Background: an optimization exercise with open tools, aiming at a short achievable clock period and few clock cycles. Do not read the settings as production practice. Function was checked by simulation only, so behaviour that the tests miss may differ from the original. No activity file was given, so power comes from the tool's default toggle rates.

==> trial 54: inputs <==
==> flow/design.v (excerpt) <==
module ahb_wb_cache
(
	input  logic          clk,
	input  logic          rst_n,
	input  logic          src_hready,
	input  logic [1:0]    src_htrans,
	input  logic          src_hwrite,
	input  ahb_pkg::addr_t         src_haddr,
	input  logic [2:0]    src_hsize,
	input  ahb_pkg::data_t         src_hwdata,
	output logic          src_hready_resp,
	output ahb_pkg::data_t         src_hrdata,
	output ahb_pkg::addr_t         dst_haddr,
	output logic [1:0]    dst_htrans,
	output logic          dst_hwrite,
	output ahb_pkg::data_t         dst_hwdata,
	input  logic          dst_hready,
	input  ahb_pkg::data_t         dst_hrdata
);
clock: 10.0 ns
lec_check: 0
abc_clock_period_in_ps: 3000
cap_margin: 40
cell_pad_in_sites_detail_placement: 1
cell_pad_in_sites_global_placement: 2
core_margin: 2
core_utilization: 30
place_density: 0.38
setup_slack_margin: 5
slew_margin: 45
run.sh (not shown) runs the stock make flow with config.mk's settings and CLKGATE_MAP_FILE= SYNTH_SCRIPT=/design/flow/synth_recipe.tcl, a recipe that flattens the netlist after the stock synthesis.
==> trial 13: changes against trial 54 <==
--- a/flow/design.v
+++ b/flow/design.v
@@ -64,16 +64,16 @@
 	input  ahb_pkg::data_t         dst_hrdata
 );
 	localparam logic [1:0] ST_WAIT = 2'd0;    
 	localparam logic [1:0] ST_DONE = 2'd1;    
 	localparam logic [1:0] ST_FILL = 2'd2;    
 	localparam logic [1:0] K_RH = 2'd0;       
 	localparam logic [1:0] K_WH = 2'd1;       
-	localparam logic [1:0] K_WM = 2'd3;       
-	localparam logic [1:0] K_RM = 2'd2;       
+	localparam logic [1:0] K_WM = 2'd2;       
+	localparam logic [1:0] K_RM = 2'd3;       
 	logic [23:0] tag_mem  [0:63];
 	logic [31:0] data_mem [0:63];
 	logic [63:0] valid_bits;
 	logic [63:0] dirty_bits;
 	logic        hready_q;
 	logic [31:0] hrdata_q;
 	logic        dp_v;
@@ -137,16 +137,14 @@
 	assign m_tag   = msel[1] ? pend_tag[1]  : pend_tag[0];
 	assign m_mask  = msel[1] ? pend_mask[1] : pend_mask[0];
 	assign m_data  = msel[1] ? pend_data[1] : pend_data[0];
 	always_comb begin
 		for (int b = 0; b < 4; b++)
 			merged[b*8 +: 8] = m_mask[b] ? m_data[b*8 +: 8] : dst_hrdata[b*8 +: 8];
 	end
-	logic [31:0] fill_data;
-	assign fill_data = dph_wm ? merged : dst_hrdata;
 	logic        acc;
 	logic [5:0]  s_idx;
 	logic [23:0] s_tag;
 	logic [3:0]  s_mask;
 	logic [63:0] s_oh;
 	assign acc    = src_hready && src_htrans == ahb_pkg::HTRANS_NSEQ;
 	assign s_idx  = src_haddr[7:2];
@@ -175,40 +173,39 @@
 	assign arr_tag  = tag_mem[s_idx];
 	assign arr_data = data_mem[s_idx];
 	logic        merge_s;
 	logic        va_hit, va_vd, va_blk, va_pbusy;
 	logic [23:0] va_tag;
 	logic [31:0] va_data;
 	assign merge_s = merge_now && dph_idx == s_idx;
-	logic        sa_p, sa_m, sa_a;
-	logic [3:0]  sd_a;                     
-	logic [23:0] va_tag_e;                 
-	logic [31:0] va_data_e;                
-	assign sa_p = p_same;
-	assign sa_m = !p_same && merge_s;
-	assign sa_a = !p_same && !merge_s;
 	always_comb begin
-		va_tag_e = sa_p ? q_tag : m_tag;
+		if (p_same) begin
+			va_hit = s_tag == q_tag;
+			va_vd  = p_dirty;
+			va_tag = q_tag;
+		end else if (merge_s) begin
+			va_hit = s_tag == m_tag;
+			va_vd  = 1'b1;
+			va_tag = m_tag;
+		end else begin
+			va_hit = arr_hit;
+			va_vd  = arr_vd;
+			va_tag = arr_tag;
+		end
 		for (int b = 0; b < 4; b++) begin
-			sd_a[b] = sa_a || (sa_p && !p_fill && !(q_wr && q_mask[b]));
-			if (sa_p && p_fill)
-				va_data_e[b*8 +: 8] = dst_hrdata[b*8 +: 8];
-			else if (sa_p)
-				va_data_e[b*8 +: 8] = src_hwdata[b*8 +: 8];
+			if (p_same && p_fill)
+				va_data[b*8 +: 8] = dst_hrdata[b*8 +: 8];
+			else if (p_same && q_wr && q_mask[b])
+				va_data[b*8 +: 8] = src_hwdata[b*8 +: 8];
+			else if (!p_same && merge_s)
+				va_data[b*8 +: 8] = merged[b*8 +: 8];
 			else
-				va_data_e[b*8 +: 8] = merged[b*8 +: 8];
+				va_data[b*8 +: 8] = arr_data[b*8 +: 8];
 		end
 	end
-	assign va_hit = (sa_a && arr_hit) || (sa_p && s_tag == q_tag) || (sa_m && s_tag == m_tag);
-	assign va_vd  = (sa_a && arr_vd) || (sa_p && p_dirty) || sa_m;
-	assign va_tag = sa_a ? arr_tag : va_tag_e;
-	always_comb begin
-		for (int b = 0; b < 4; b++)
-			va_data[b*8 +: 8] = sd_a[b] ? arr_data[b*8 +: 8] : va_data_e[b*8 +: 8];
-	end
 	assign va_blk   = (p_same && p_wm) ||
 	                  (pbusy[0] && pend_idx[0] == s_idx) || (pbusy[1] && pend_idx[1] == s_idx);
 	assign va_pbusy = (pbusy[0] && pbusy[1]) || (p_wm && (pbusy[0] || pbusy[1]));
 	logic        vw_hit, vw_vd, vw_blk, vw_pbusy, vw_merge;
 	logic [23:0] vw_tag;
 	logic [31:0] vw_data;
 	assign vw_merge = merge_now && dph_idx == q_idx;
@@ -221,41 +218,30 @@
 	logic        room;
 	logic        go_a, go_w, wait_dec;
 	logic [1:0]  kind_a, kind_w;
 	assign room     = ({1'b0, a_v} + nq) <= 2'd2;
 	assign wait_dec = dp_v && st == ST_WAIT;
 	assign go_a     = !va_blk && (va_hit || (room && !(src_hwrite && va_pbusy)));
 	assign go_w     = !vw_blk && (vw_hit || (room && !(q_wr && vw_pbusy)));
-	assign kind_a   = {!va_hit, src_hwrite};
-	assign kind_w   = {!vw_hit, q_wr};
+	assign kind_a   = {!va_hit, va_hit ? src_hwrite : !src_hwrite};
+	assign kind_w   = {!vw_hit, vw_hit ? q_wr : !q_wr};
 	logic        x_go, x_hit, x_vd, x_wr;
 	logic [23:0] x_tag, x_vtag;
 	logic [5:0]  x_idx;
 	assign x_go   = acc ? go_a : (wait_dec && go_w);
 	assign x_hit  = acc ? va_hit : vw_hit;
 	assign x_vd   = acc ? va_vd  : vw_vd;
 	assign x_wr   = acc ? src_hwrite : q_wr;
 	assign x_vtag = acc ? va_tag : vw_tag;
 	assign x_tag  = acc ? s_tag  : q_tag;
 	assign x_idx  = acc ? s_idx  : q_idx;
-	logic [31:0] hr_e, ld_e;
-	logic [23:0] lt_e;
-	assign hr_e = acc ? va_data_e : wait_dec ? vw_data : hrdata_q;
-	assign ld_e = acc ? va_data_e : vw_merge ? vw_data : l_data;
-	assign lt_e = acc ? va_tag_e  : vw_merge ? vw_tag  : l_tag;
 	logic        new_v;
 	logic [29:0] n0_addr, n1_addr;
 	assign new_v   = x_go && !x_hit;
 	assign n0_addr = x_vd ? {x_vtag, x_idx} : {x_tag, x_idx};
-	logic        a_arr;
-	logic [23:0] a_tag_e;
-	assign a_arr   = n_keep == 3'd0 && acc && sa_a && arr_vd;
-	assign a_tag_e = (n_keep != 3'd0) ? l_addr_[0][29:6] :
-	                 acc ? ((!sa_a && (sa_m || p_dirty)) ? va_tag_e : s_tag) :
-	                 (vw_vd ? vw_tag : q_tag);
 	assign n1_addr = {x_tag, x_idx};
 	always_ff @(posedge clk or negedge rst_n) begin
 		if (!rst_n) begin
 			hready_q <= 1'b1;
 			dp_v     <= 1'b0;
 			st       <= ST_WAIT;
 			kind     <= K_RH;
@@ -291,25 +277,28 @@
 	always_ff @(posedge clk) begin
 		if (acc) begin
 			q_addr <= src_haddr;
 			q_wr   <= src_hwrite;
 			q_mask <= s_mask;
 			q_oh   <= s_oh;
 		end
-		for (int b = 0; b < 4; b++) begin
-			hrdata_q[b*8 +: 8] <= (acc && sd_a[b]) ? arr_data[b*8 +: 8] : hr_e[b*8 +: 8];
-			l_data[b*8 +: 8]   <= (acc && sd_a[b]) ? arr_data[b*8 +: 8] : ld_e[b*8 +: 8];
-		end
-		l_tag <= (acc && sa_a) ? arr_tag : lt_e;
+		if (acc)
+			hrdata_q <= va_data;
+		else if (wait_dec)
+			hrdata_q <= vw_data;
 		if (acc) begin
-			l_hit <= va_hit;
-			l_vd  <= va_vd;
+			l_hit  <= va_hit;
+			l_vd   <= va_vd;
+			l_tag  <= va_tag;
+			l_data <= va_data;
 		end else if (vw_merge) begin
-			l_hit <= vw_hit;
-			l_vd  <= vw_vd;
+			l_hit  <= vw_hit;
+			l_vd   <= vw_vd;
+			l_tag  <= vw_tag;
+			l_data <= vw_data;
 		end
 	end
 	logic wm_done, wh_done, wm_slot;
 	assign wm_done = p_done && kind == K_WM;
 	assign wh_done = p_done && kind == K_WH;
 	assign wm_slot = pend_v[0];
 	always_ff @(posedge clk or negedge rst_n) begin
@@ -349,27 +338,27 @@
 	assign nk_m1  = (n_keep != 3'd0) ? n_keep[1:0] - 2'd1 : 2'd0;
 	always_comb begin
 		for (int j = 0; j < 6; j++) begin
 			if (keep_a && j == 0) begin
 				l_wr_[j]   = a_wr;
 				l_wm_[j]   = a_wm;
 				l_vdat_[j] = 1'b0;
-				l_addr_[j] = a_vdat ? {l_tag, a_addr[5:0]} : a_addr;
+				l_addr_[j] = a_addr;
 				l_data_[j] = a_vdat ? l_data : a_data;
 			end else if (j < n_keep) begin
 				l_wr_[j]   = e_wr[j - keep_a];
 				l_wm_[j]   = e_wm[j - keep_a];
 				l_vdat_[j] = 1'b0;
-				l_addr_[j] = e_vdat[j - keep_a] ? {l_tag, e_addr[j - keep_a][5:0]} : e_addr[j - keep_a];
+				l_addr_[j] = e_addr[j - keep_a];
 				l_data_[j] = e_vdat[j - keep_a] ? l_data : e_data[j - keep_a];
 			end else if (j == n_keep) begin
 				l_wr_[j]   = x_vd;
 				l_wm_[j]   = x_wr;
-				l_vdat_[j] = x_vd;
-				l_addr_[j] = n1_addr;
+				l_vdat_[j] = 1'b1;
+				l_addr_[j] = n0_addr;
 				l_data_[j] = l_data;
 			end else begin
 				l_wr_[j]   = 1'b0;
 				l_wm_[j]   = x_wr;
 				l_vdat_[j] = 1'b0;
 				l_addr_[j] = n1_addr;
 				l_data_[j] = l_data;
@@ -388,16 +377,15 @@
 				nq <= nk_m1;
 		end
 	end
 	always_ff @(posedge clk) begin
 		a_wr   <= l_wr_[0];
 		a_wm   <= l_wm_[0];
 		a_vdat <= l_vdat_[0];
-		a_addr[5:0]  <= (n_keep == 3'd0) ? x_idx : l_addr_[0][5:0];
-		a_addr[29:6] <= a_arr ? arr_tag : a_tag_e;
+		a_addr <= l_addr_[0];
 		a_data <= l_data_[0];
 		for (int i = 0; i < 3; i++) begin
 			e_wr[i]   <= l_wr_[i+1];
 			e_wm[i]   <= l_wm_[i+1];
 			e_vdat[i] <= l_vdat_[i+1];
 			e_addr[i] <= l_addr_[i+1];
 			e_data[i] <= l_data_[i+1];
@@ -448,14 +436,15 @@
 		end
 	end
 	always_ff @(posedge clk) begin
 		for (int i = 0; i < 64; i++) begin
 			for (int b = 0; b < 4; b++) begin
 				if (q_oh[i] && (wm_done || wh_done) && q_mask[b])
 					data_mem[i][b*8 +: 8] <= src_hwdata[b*8 +: 8];
-				else if ((merge_now && dph_oh[i]) || (rmfill_now && q_oh[i]))
-					data_mem[i][b*8 +: 8] <= fill_data[b*8 +: 8];
+				else if ((merge_now && dph_oh[i] && !m_mask[b]) ||
+				         (rmfill_now && q_oh[i]))
+					data_mem[i][b*8 +: 8] <= dst_hrdata[b*8 +: 8];
 			end
 		end
 	end
 endmodule
 `default_nettype wire
CAP_MARGIN = 20   (was 40)
SLEW_MARGIN = 20   (was 45)
==> build 29: changes against trial 54 <==
--- a/flow/design.v
+++ b/flow/design.v
@@ -64,16 +64,16 @@
 	input  ahb_pkg::data_t         dst_hrdata
 );
 	localparam logic [1:0] ST_WAIT = 2'd0;    
 	localparam logic [1:0] ST_DONE = 2'd1;    
 	localparam logic [1:0] ST_FILL = 2'd2;    
 	localparam logic [1:0] K_RH = 2'd0;       
 	localparam logic [1:0] K_WH = 2'd1;       
-	localparam logic [1:0] K_WM = 2'd3;       
-	localparam logic [1:0] K_RM = 2'd2;       
+	localparam logic [1:0] K_WM = 2'd2;       
+	localparam logic [1:0] K_RM = 2'd3;       
 	logic [23:0] tag_mem  [0:63];
 	logic [31:0] data_mem [0:63];
 	logic [63:0] valid_bits;
 	logic [63:0] dirty_bits;
 	logic        hready_q;
 	logic [31:0] hrdata_q;
 	logic        dp_v;
@@ -221,16 +221,16 @@
 	logic        room;
 	logic        go_a, go_w, wait_dec;
 	logic [1:0]  kind_a, kind_w;
 	assign room     = ({1'b0, a_v} + nq) <= 2'd2;
 	assign wait_dec = dp_v && st == ST_WAIT;
 	assign go_a     = !va_blk && (va_hit || (room && !(src_hwrite && va_pbusy)));
 	assign go_w     = !vw_blk && (vw_hit || (room && !(q_wr && vw_pbusy)));
-	assign kind_a   = {!va_hit, src_hwrite};
-	assign kind_w   = {!vw_hit, q_wr};
+	assign kind_a   = {!va_hit, va_hit ? src_hwrite : !src_hwrite};
+	assign kind_w   = {!vw_hit, vw_hit ? q_wr : !q_wr};
 	logic        x_go, x_hit, x_vd, x_wr;
 	logic [23:0] x_tag, x_vtag;
 	logic [5:0]  x_idx;
 	assign x_go   = acc ? go_a : (wait_dec && go_w);
 	assign x_hit  = acc ? va_hit : vw_hit;
 	assign x_vd   = acc ? va_vd  : vw_vd;
 	assign x_wr   = acc ? src_hwrite : q_wr;
CAP_MARGIN = 20   (was 40)
SLEW_MARGIN = 20   (was 45)
==> comparison <==
Trial 13 completed and failed the layout checks on slew limit. Build 29 completed with no timing, DRC or antenna violations. Trial 54 completed with no timing, DRC or antenna violations. Via count: trial 13 < trial 54 < build 29. Register-to-register slack, lowest first: trial 13, build 29, trial 54. Against build 29, the critical path depth of trial 13 is lower by 1. Against trial 54, the non-clock buffer count of trial 13 is higher by 513. Sequential power is about the same in build 29 and trial 13. Area after synthesis: trial 13 > build 29 > trial 54. Setup slack: trial 54 is higher than trial 13 (60 ps). The lowest sequential share of layout area belongs to trial 13, the highest to build 29. Global-route usage: build 29 < trial 54 < trial 13.
==> figures <==
M1 wire length: build 29 649 mm; trial 54 652 mm; trial 13 635 mm
CP most frequent cell: build 29 sky130_fd_sc_hd__buf_12; trial 54 -; trial 13 sky130_fd_sc_hd__buf_12
Design Power: build 29 0.0676 W; trial 54 0.0678 W; trial 13 0.0689 W
Combined area of the multi-input logic cells: build 29 75,300 um^2; trial 54 75,600 um^2; trial 13 81,400 um^2
Portion of total power attributed to combinational logic: build 29 24.3%; trial 54 24.1%; trial 13 26.3%
Gate count of the mapped netlist: build 29 18,541; trial 54 18,480; trial 13 15,654
Switching Fraction: build 29 38.8%; trial 54 38.3%; trial 13 39.6%
WHS Endpoint: build 29 valid_bits[36]; trial 54 valid_bits[36]; trial 13 valid_bits[48]
CLK BUF: build 29 774; trial 54 736; trial 13 743
Layout-to-synthesis area ratio: build 29 1.183x; trial 54 1.189x; trial 13 1.220x
Critical Path Start: build 29 src_haddr[3]; trial 54 src_haddr[3]; trial 13 src_haddr[2]
Total Die Area: build 29 708,000 um^2; trial 54 707,000 um^2; trial 13 719,000 um^2
Outcome: build 29 finished clean; trial 54 finished clean; trial 13 finished with violations
Layout check failures: build 29 -; trial 54 -; trial 13 slew limit
Share of cell area taken by flip-flops and latches: build 29 52.8%; trial 54 52.5%; trial 13 50.4%
Worst endpoint data arrival time: build 29 6310 ps; trial 54 6330 ps; trial 13 6430 ps
Post-CTS setup buffer count: build 29 130; trial 54 63; trial 13 297
Net switching power of the design: build 29 0.0262 W; trial 54 0.0260 W; trial 13 0.0273 W
Avg Vias per Cell: build 29 6.61; trial 54 6.61; trial 13 6.90
Non-clock inverter count: build 29 83; trial 54 80; trial 13 56
Testbench counts of trial 54, summed over its fixed seeds: cycles 48,687.
Testbench counts of trial 13, summed over its fixed seeds: cycles 48,687.
Testbench counts of build 29, summed over its fixed seeds: cycles 48,687.

==> static timing again, ports no longer ideal <==
How much do the figures lean on ideal ports? The routed layouts below were timed once more, with nothing changed but the port constraints.
Step 1, drivers: a clkbuf_16 drives clk and a buf_2 each remaining input, both assumed.
Step 2 also shifts input and output timing later by t, the mid clock arrival at the registers, as if the neighbouring blocks saw the same clock.
a / b / c = ideal / step 1 / step 2; a / b = the first two.
| run | t, ns | setup slack, ns | cell pins on the clock port's net |
|---|---|---|---|
| trial 54 | 1.317 | 4.530 / 4.614 / 3.297 | 1 |
| trial 13 | 1.321 | 4.470 / 4.284 / 2.963 | 1 |
| build 29 | 1.339 | 4.645 / 4.371 / 3.032 | 1 |
The setup slack of build 29, which loses most, moves by -0.274 ns with the drivers and by -1.613 ns with both steps.
